Background: an optimization exercise with open tools, aiming at small area, a short achievable clock period and few clock cycles. Do not read the settings as production practice.
Function was checked by simulation only, so behaviour that the tests miss may differ from the original.
Power and IR drop assume default switching activity.

File: flow/design.v
`timescale 1ns / 1ps
`default_nettype none
module lome_front (
  input  wire        clk_i,
  input  wire        rst_ni,
  input  wire        in_valid_i,
  output wire        in_ready_o,
  input  wire [65:0] in_req_i,
  output wire        q_valid_o,
  input  wire        q_ready_i,
  output wire [65:0] q_req_o
);
  localparam int unsigned QDepth = 2;
  reg  [65:0] mem0_q, mem1_q;
  reg         wp_q, rp_q;
  reg  [1:0]  cnt_q;
  wire        push, pop;
  assign in_ready_o = (cnt_q != 2'd2);
  assign q_valid_o  = (cnt_q != 2'd0);
  assign q_req_o    = rp_q ? mem1_q : mem0_q;
  assign push       = in_valid_i && in_ready_o;
  assign pop        = q_valid_o && q_ready_i;
  always @(posedge clk_i or negedge rst_ni) begin
    if (!rst_ni) begin
      wp_q  <= 1'b0;
      rp_q  <= 1'b0;
      cnt_q <= 2'd0;
    end else begin
      wp_q  <= wp_q ^ push;
      rp_q  <= rp_q ^ pop;
      cnt_q <= cnt_q + {1'b0, push} - {1'b0, pop};
    end
  end
  always @(posedge clk_i) begin
    if (push && !wp_q) mem0_q <= in_req_i;
    if (push &&  wp_q) mem1_q <= in_req_i;
  end
endmodule
`default_nettype wire
`timescale 1ns / 1ps
`default_nettype none
module lome_book #(
  parameter int unsigned BOOK_DEPTH = 64
) (
  input  wire        clk_i,
  input  wire        rst_ni,
  input  wire        q_valid_i,
  output wire        q_ready_o,
  input  wire [65:0] q_req_i,
  output wire        out_valid_o,
  input  wire        out_ready_i,
  output reg  [2:0]  out_status_o,
  output reg  [31:0] out_buy_id_o,
  output reg  [31:0] out_sell_id_o,
  output reg  [31:0] out_price_o,
  output reg  [6:0]  out_buys_o,
  output reg  [6:0]  out_sells_o
);
  localparam int unsigned IdxW = (BOOK_DEPTH > 1) ? $clog2(BOOK_DEPTH) : 1;
  localparam int unsigned ArrW = 40;
  localparam int unsigned CntW = 7;
  localparam [IdxW:0]   Depth   = BOOK_DEPTH;
  localparam [IdxW-1:0] LastIdx = BOOK_DEPTH - 1;
  localparam CMD_SUBMIT = 1'b0;
  localparam CMD_CANCEL = 1'b1;
  localparam SIDE_BUY   = 1'b0;
  localparam SIDE_SELL  = 1'b1;
  localparam [2:0] ST_RESTED    = 3'd0;
  localparam [2:0] ST_MATCHED   = 3'd1;
  localparam [2:0] ST_CANCELLED = 3'd2;
  localparam [2:0] ST_NOT_FOUND = 3'd3;
  localparam [2:0] ST_FULL      = 3'd4;
  localparam [1:0] S_IDLE = 2'd0;
  localparam [1:0] S_SCAN = 2'd1;
  localparam [1:0] S_DONE = 2'd2;
  localparam [1:0] S_OUT  = 2'd3;
  reg  [BOOK_DEPTH-1:0] valid_q;
  reg                   side_m [0:BOOK_DEPTH-1];
  reg  [31:0]           id_m   [0:BOOK_DEPTH-1];
  reg  [31:0]           pr_m   [0:BOOK_DEPTH-1];
  reg  [ArrW-1:0]       arr_m  [0:BOOK_DEPTH-1];
  reg  [1:0]      st_q;
  reg             rq_cmd, rq_side;    
  reg  [31:0]     rq_id, rq_pr;
  reg  [IdxW:0]   ra_q;         
  reg             rv_q;         
  reg  [IdxW-1:0] rx_q;         
  reg             r_vld_q, r_side_q;
  reg  [31:0]     r_id_q, r_pr_q;
  reg  [ArrW-1:0] r_arr_q;
  reg             bf_q, bb_q;   
  reg  [IdxW-1:0] bi_q;
  reg  [31:0]     bid_q, bpr_q;
  reg  [ArrW-1:0] barr_q;
  reg             ff_q;
  reg  [IdxW-1:0] fi_q;
  reg  [ArrW-1:0] arrc_q;
  reg  [CntW-1:0] buys_q, sells_q;
  reg             ok, better;
  wire            take, last;
  wire [IdxW-1:0] ra_lo = ra_q[IdxW-1:0];
  assign q_ready_o   = (st_q == S_IDLE);
  assign take        = q_valid_i && q_ready_o;
  assign out_valid_o = (st_q == S_OUT);
  assign last        = rv_q && (rx_q == LastIdx);
  always @(*) begin
    ok     = 1'b0;
    better = 1'b0;
    if (rq_cmd == CMD_SUBMIT) begin
      ok = r_vld_q && (r_side_q != rq_side) &&
           ((rq_side == SIDE_SELL) ? (r_pr_q >= rq_pr) : (r_pr_q <= rq_pr));
      if (!bf_q) begin
        better = 1'b1;
      end else if (r_pr_q != bpr_q) begin
        better = (rq_side == SIDE_SELL) ? (r_pr_q > bpr_q) : (r_pr_q < bpr_q);
      end else begin
        better = r_arr_q < barr_q;
      end
    end else begin
      ok = r_vld_q && (r_id_q == rq_id) &&
           ((r_side_q == SIDE_BUY) || !bb_q);
      if (r_side_q == SIDE_BUY) begin
        better = !bb_q || (r_arr_q < barr_q);
      end else begin
        better = !bf_q || (r_arr_q > barr_q);
      end
    end
  end
  always @(posedge clk_i or negedge rst_ni) begin
    if (!rst_ni) begin
      st_q    <= S_IDLE;
      rv_q    <= 1'b0;
      ra_q    <= '0;
      bf_q    <= 1'b0;
      bb_q    <= 1'b0;
      ff_q    <= 1'b0;
      arrc_q  <= '0;
      buys_q  <= '0;
      sells_q <= '0;
      valid_q <= '0;
    end else begin
      case (st_q)
        S_IDLE: begin
          if (take) begin
            st_q <= S_SCAN;
            ra_q <= '0;
            rv_q <= 1'b0;
            bf_q <= 1'b0;
            bb_q <= 1'b0;
            ff_q <= 1'b0;
          end
        end
        S_SCAN: begin
          rv_q <= (ra_q < Depth);
          if (ra_q < Depth) begin
            ra_q <= ra_q + 1'b1;
          end
          if (rv_q) begin
            if (ok && better) begin
              bf_q <= 1'b1;
              if (rq_cmd == CMD_CANCEL) begin
                bb_q <= (r_side_q == SIDE_BUY);
              end
            end
            if (!r_vld_q && !ff_q) begin
              ff_q <= 1'b1;
            end
          end
          if (last) begin
            st_q <= S_DONE;
          end
        end
        S_DONE: begin
          st_q <= S_OUT;
          if (rq_cmd == CMD_CANCEL) begin
            if (bf_q) begin
              valid_q[bi_q] <= 1'b0;
              if (bb_q) buys_q  <= buys_q - 1'b1;
              else      sells_q <= sells_q - 1'b1;
            end
          end else if (bf_q) begin
            valid_q[bi_q] <= 1'b0;
            if (rq_side == SIDE_SELL) buys_q  <= buys_q - 1'b1;
            else                      sells_q <= sells_q - 1'b1;
          end else if (ff_q) begin
            valid_q[fi_q] <= 1'b1;
            arrc_q        <= arrc_q + 1'b1;
            if (rq_side == SIDE_SELL) sells_q <= sells_q + 1'b1;
            else                      buys_q  <= buys_q + 1'b1;
          end
        end
        S_OUT: begin
          if (out_ready_i) begin
            st_q <= S_IDLE;
          end
        end
        default: st_q <= S_IDLE;
      endcase
    end
  end
  always @(posedge clk_i) begin
    if (take) begin
      rq_cmd  <= q_req_i[0];
      rq_side <= q_req_i[1];
      rq_id   <= q_req_i[33:2];
      rq_pr   <= q_req_i[65:34];
    end
    if (st_q == S_SCAN) begin
      r_vld_q <= valid_q[ra_lo];
    end
    rx_q     <= ra_lo;
    r_side_q <= side_m[ra_lo];
    r_id_q   <= id_m[ra_lo];
    r_pr_q   <= pr_m[ra_lo];
    r_arr_q  <= arr_m[ra_lo];
    if (st_q == S_SCAN && rv_q && ok && better) begin
      bi_q   <= rx_q;
      bid_q  <= r_id_q;
      bpr_q  <= r_pr_q;
      barr_q <= r_arr_q;
    end
    if (st_q == S_SCAN && rv_q && !r_vld_q && !ff_q) begin
      fi_q <= rx_q;
    end
    if (st_q == S_DONE && rq_cmd == CMD_SUBMIT && !bf_q && ff_q) begin
      side_m[fi_q] <= rq_side;
      id_m[fi_q]   <= rq_id;
      pr_m[fi_q]   <= rq_pr;
      arr_m[fi_q]  <= arrc_q;
    end
    if (st_q == S_DONE) begin
      out_buy_id_o  <= '0;
      out_sell_id_o <= '0;
      out_price_o   <= '0;
      out_buys_o    <= buys_q;
      out_sells_o   <= sells_q;
      if (rq_cmd == CMD_CANCEL) begin
        if (bf_q) begin
          out_status_o <= ST_CANCELLED;
          if (bb_q) out_buys_o  <= buys_q - 1'b1;
          else      out_sells_o <= sells_q - 1'b1;
        end else begin
          out_status_o <= ST_NOT_FOUND;
        end
      end else if (bf_q) begin
        out_status_o <= ST_MATCHED;
        out_price_o  <= bpr_q;
        if (rq_side == SIDE_SELL) begin
          out_buy_id_o  <= bid_q;
          out_sell_id_o <= rq_id;
          out_buys_o    <= buys_q - 1'b1;
        end else begin
          out_buy_id_o  <= rq_id;
          out_sell_id_o <= bid_q;
          out_sells_o   <= sells_q - 1'b1;
        end
      end else if (ff_q) begin
        out_status_o <= ST_RESTED;
        if (rq_side == SIDE_SELL) out_sells_o <= sells_q + 1'b1;
        else                      out_buys_o  <= buys_q + 1'b1;
      end else begin
        out_status_o <= ST_FULL;
      end
    end
  end
endmodule
`default_nettype wire
`timescale 1ns / 1ps
`default_nettype none
module limit_order_match_engine #(
  parameter int unsigned BOOK_DEPTH = 64
) (
  input  wire          clk_i,
  input  wire          rst_ni,
  input  wire          s_axis_tvalid,
  output wire          s_axis_tready,
  input  wire [63:0]   s_axis_tdata,
  input  wire [1:0]    s_axis_tuser,
  output wire          m_axis_tvalid,
  input  wire          m_axis_tready,
  output wire [111:0]  m_axis_tdata,
  output wire [2:0]    m_axis_tuser
);
  wire [65:0] in_req, q_req;
  wire        q_valid, q_ready;
  wire [2:0]  st;
  wire [31:0] buy_id, sell_id, price;
  wire [6:0]  buys, sells;
  assign in_req = {s_axis_tdata[63:32], s_axis_tdata[31:0], s_axis_tuser[1], s_axis_tuser[0]};
  lome_front u_front (
    .clk_i      (clk_i),
    .rst_ni     (rst_ni),
    .in_valid_i (s_axis_tvalid),
    .in_ready_o (s_axis_tready),
    .in_req_i   (in_req),
    .q_valid_o  (q_valid),
    .q_ready_i  (q_ready),
    .q_req_o    (q_req)
  );
  lome_book #(.BOOK_DEPTH(BOOK_DEPTH)) u_book (
    .clk_i        (clk_i),
    .rst_ni       (rst_ni),
    .q_valid_i    (q_valid),
    .q_ready_o    (q_ready),
    .q_req_i      (q_req),
    .out_valid_o  (m_axis_tvalid),
    .out_ready_i  (m_axis_tready),
    .out_status_o (st),
    .out_buy_id_o (buy_id),
    .out_sell_id_o(sell_id),
    .out_price_o  (price),
    .out_buys_o   (buys),
    .out_sells_o  (sells)
  );
  assign m_axis_tuser = st;
  assign m_axis_tdata = {2'b00, sells, buys, price, sell_id, buy_id};
endmodule
`default_nettype wire
File: flow/run.sh
#!/bin/bash
# synth_recipe.tcl (not shown) runs the flow's synth.tcl, then flattens the netlist and writes it again
# the make line also repeats each setting of config.mk as NAME=value (left out here)
make -C /OpenROAD-flow-scripts/flow DESIGN_CONFIG=/design/flow/config.mk WORK_HOME=/design/flow/orfs CLKGATE_MAP_FILE= SYNTH_SCRIPT=/design/flow/synth_recipe.tcl finish
File: flow/config.mk
export PLATFORM = sky130hd
export DESIGN_NAME = limit_order_match_engine
export DESIGN_NICKNAME = limit_order_match_engine
export VERILOG_FILES = /design/flow/design.v
export SDC_FILE = /design/flow/constraint.sdc
export NUM_CORES = 4
export LEC_CHECK = 0
export CAP_MARGIN = 20
export CORE_MARGIN = 2
export CORE_UTILIZATION = 40
export SLEW_MARGIN = 20
File: flow/constraint.sdc
create_clock -name core_clock -period 8.0 [get_ports {clk_i}]
set_input_delay 1.6000 -clock core_clock [delete_from_list [all_inputs] [get_ports {clk_i}]]
set_output_delay 1.6000 -clock core_clock [all_outputs]
set_load 0.01 [all_outputs]
==> results.yml <==
route:
  via_per_inst: 5.95
  ant_nets: 0
  drt_wl_total_mm: 775
  first_pass_iters: 8
  vias: 132000
  drtIter0Drc: 19100
  wire_per_inst_um: 34.9
  drc_errors: 0
power_and_ir_drop:
  powerDensity_nw_per_um2: 236
  peakVddDrop_mv: 0.260
  power.leakage_nw: 92.2
  power_mw: 75.8
sta:
  hold_viol_final: 0
  setup_viol: 0
  timing.final.crit_share_pct: 69.2
  finalWorstSetupSlack_ns: 2.46
  slew_headroom_pct: 19.9
  max_slew.worst_pin.slew_ns: 1.20
  rsz0062_at_grt: "no"
  finalWorstPathRequiredPeriod_ns: 5.54
  maxSlewViolCount: 0
  fmax_mhz: 181
  clock_skew_ns: 0.0751
synthesis:
  synthCells: 11500
  synth_area_per_cell_um2: 24.4
  synth_ff_type: "edfxtp_1"
  yosys_warnings: 2
  ys_top_cells_by_area: "edfxtp_1, mux4_2, dfrtp_1"
  syn-cell-area_um2: 282000
  ys_seq_area_share_pct: 78.2
  synth.distinct_cells: 64
  synth_top_cell_area_share_pct: 76.2
  synth-edff-count: 7148
  synth_top_area_cell: "edfxtp_1"
  synthArstFlopShare_pct: 1.83
  ys_ff_latch: 7394
critical_path:
  critPathMaxFanout: 67
  startpoint_type: "flip-flop"
  endpoint_kind: "flip-flop"
  crit_required_ns: 8.78
  arrival_ns: 6.32
  path_class: "flip-flop to flip-flop"
global_route:
  antenna_found_initial: 36
  grt_pass1_wl_mm: 1070
  overflow: 0
  grt_max_degree: 141
  grt_pass1_vias: 130000
  grt.total_usage_pct: 21.2
clocking:
  clk-insertion-delay-late_ns: 1.15
  cts_tree: "yes"
  cts_made_buffers: 729
  ctsRootBufferMaster: "clkbuf_16"
  clock_sinks: 7394
  clockBufferDepth: 4
  cts_resized: 0
  htree_levels: 6
  cts_hold_buf: 0
  postCtsSetupRepairBufs: 0
  clkTransAtPathRegs_ns: 0.06
floorplanning:
  io_pins: 187
  die_h_um: 843
  placementRows: 308
  die-area_um2: 711000
  fp.coreArea_um2: 703000
  die_w_um: 843
  start_util_pct: 40.1
finish:
  finish.utilization_pct: 45.6
  final_common_cell: "edfxtp_1"
  final_cell_area_um2: 321000
  area_delta_synth_final_pct: 13.8
  drive_above_1_share_pct: 29.4
  nets: 12500
  layout_common_cells: "edfxtp_1, mux4_2, clkbuf_16, buf_4, clkdlybuf4s50_1"
  stdcell_count: 22200
placement:
  portBuffers: 184
  dp.cells: 20900
  pre_cts_slack_ns: 2.52
  place_hpwl_mm: 398
  gp_congestion: 0.779
  placed_area_um2: 298000
flow_run:
  maxCapViolations: 0
run_status:
  status: "no timing/DRC/antenna violations"
min_path:
  hold_class: "flip-flop to flip-flop"
==> layer usage <==
| layer | global-route usage (%) | routed length, um | vias to the layer above |
|---|---|---|---|
| li1 | - | - | 51200 |
| met3 | 3.33 | 65300 | 939 |
| met1 | 31.4 | 323000 | 73600 |
| met4 | 4.32 | 16400 | 8 |
| met2 | 33.9 | 370000 | 6449 |
| met5 | 0 | 54 | - |
==> area by class of cell <==
| type | instances | area [um2] |
|---|---|---|
| Sequential cell | 7394 | 220000 |
| Clock inverter | 390 | 3550 |
| Clock buffer | 939 | 19400 |
| Inverter | 135 | 507 |
| Timing Repair Buffer | 584 | 6020 |
| Tap cell | 9300 | 11600 |
| Antenna cell | 16 | 40.0 |
| Multi-Input combinational cell | 3447 | 59200 |
| Fill cell | 57300 | 382000 |
==> synthesized netlist by cell type (78+ instances only) <==
cell type and n:
ha_1 130, inv_1 133, clkbuf_1 363, buf_2 116, edfxtp_1 7148, o21ai_0 130
mux4_2 2226, a21oi_1 87, nor2b_1 78, dfxtp_1 111, nor2_1 137, nand2_1 111
dfrtp_1 135
==> flip-flops by register name, indices dropped and copies added (netlist names), 40 cells and up <==
signal and cells:
u_book.arr_m 2560, u_book.id_m 2048, u_book.pr_m 2048, u_front.mem0_q 66
u_front.mem1_q 66, u_book.side_m 64, u_book.valid_q 64, u_book.arrc_q 40
u_book.barr_q 40, u_book.r_arr_q 40
==> power breakdown <==
part | internal (mW) | switching [mW]
clock | 18.6 | 14.7
combinational | 0.113 | 0.315
sequential | 42.0 | 0.0335
==> through the flow <==
step	TNS, ns	hold WS [ns]
after CTS	0	0.418
after floorplan	-8727.48	0.345
after global routing	0	0.438
final	0	0.433
after detailed placement	0	0.421
after global placement	0	0.414
==> worst max-delay path: stages, from the launching register on <==
cell      delay, ns
edfxtp_1       0.33
buf_4          0.58
xor2_1         0.31
nor4_1         0.71
nand3_1        0.71
a311oi_1       0.47
o211ai_1       0.37
o31ai_1        0.23
nor2b_4        0.78
buf_4          0.60
==> worst paths after layout <==
check | slack [ns] | endpoint | startpoint | cells after the start
worst max register to register | 2.46 | u_book.bpr_q[24] | u_book.rq_id[7] | 9
worst min-delay path | 0.43 | u_book.barr_q[1] | u_book.r_arr_q[1] | 0
min in group asynchronous | 0.57 | u_book.valid_q[32] | rst_ni | 1
max in group asynchronous | 5.85 | u_book.arrc_q[38] | rst_ni | 2
worst max-delay path | 2.46 | u_book.bpr_q[24] | u_book.rq_id[7] | 9
worst min register to register | 0.43 | u_book.barr_q[1] | u_book.r_arr_q[1] | 0
==> logic make-up after synthesis <==
logic type      after synthesis  share of synthesized area (%)
compound gates              303                          0.613
xor+xnor                     94                          0.292
fa+ha+maj                   130                          0.577
buf+inv                     699                           1.01
flops                      7394                           78.2
mux                        2366                           18.3
other cells                   1                        0.00133
simple gates                552                          0.987
Testbench counts, summed over its fixed seeds: cycles 217,608.

re-timing with driven ports:
How much do the figures lean on ideal ports? The routed layout below was timed once more, with nothing changed but the port constraints. Step 1, drivers: a clkbuf_16 drives clk_i and a buf_2 each remaining input, both assumed. Step 2 moves the port delays by t, midway between the first and last clock arrival at a register: inputs arrive t later, outputs are due t later. That takes back most of the time a late clock gives input paths. Three values: ideal, step 1, step 2; two values: the first two.
t (ns): 1.252
slack for setup (ns): 2.461 / 2.461 / 2.461
latest minus earliest clock arrival (ns): 0.081 / 0.081
worst register clock-pin slew, ns: 0.07 / 0.07
After both steps this run still meets setup and hold. The setup slack of this run moves by 0.000 ns with the drivers and by 0.000 ns with both steps.
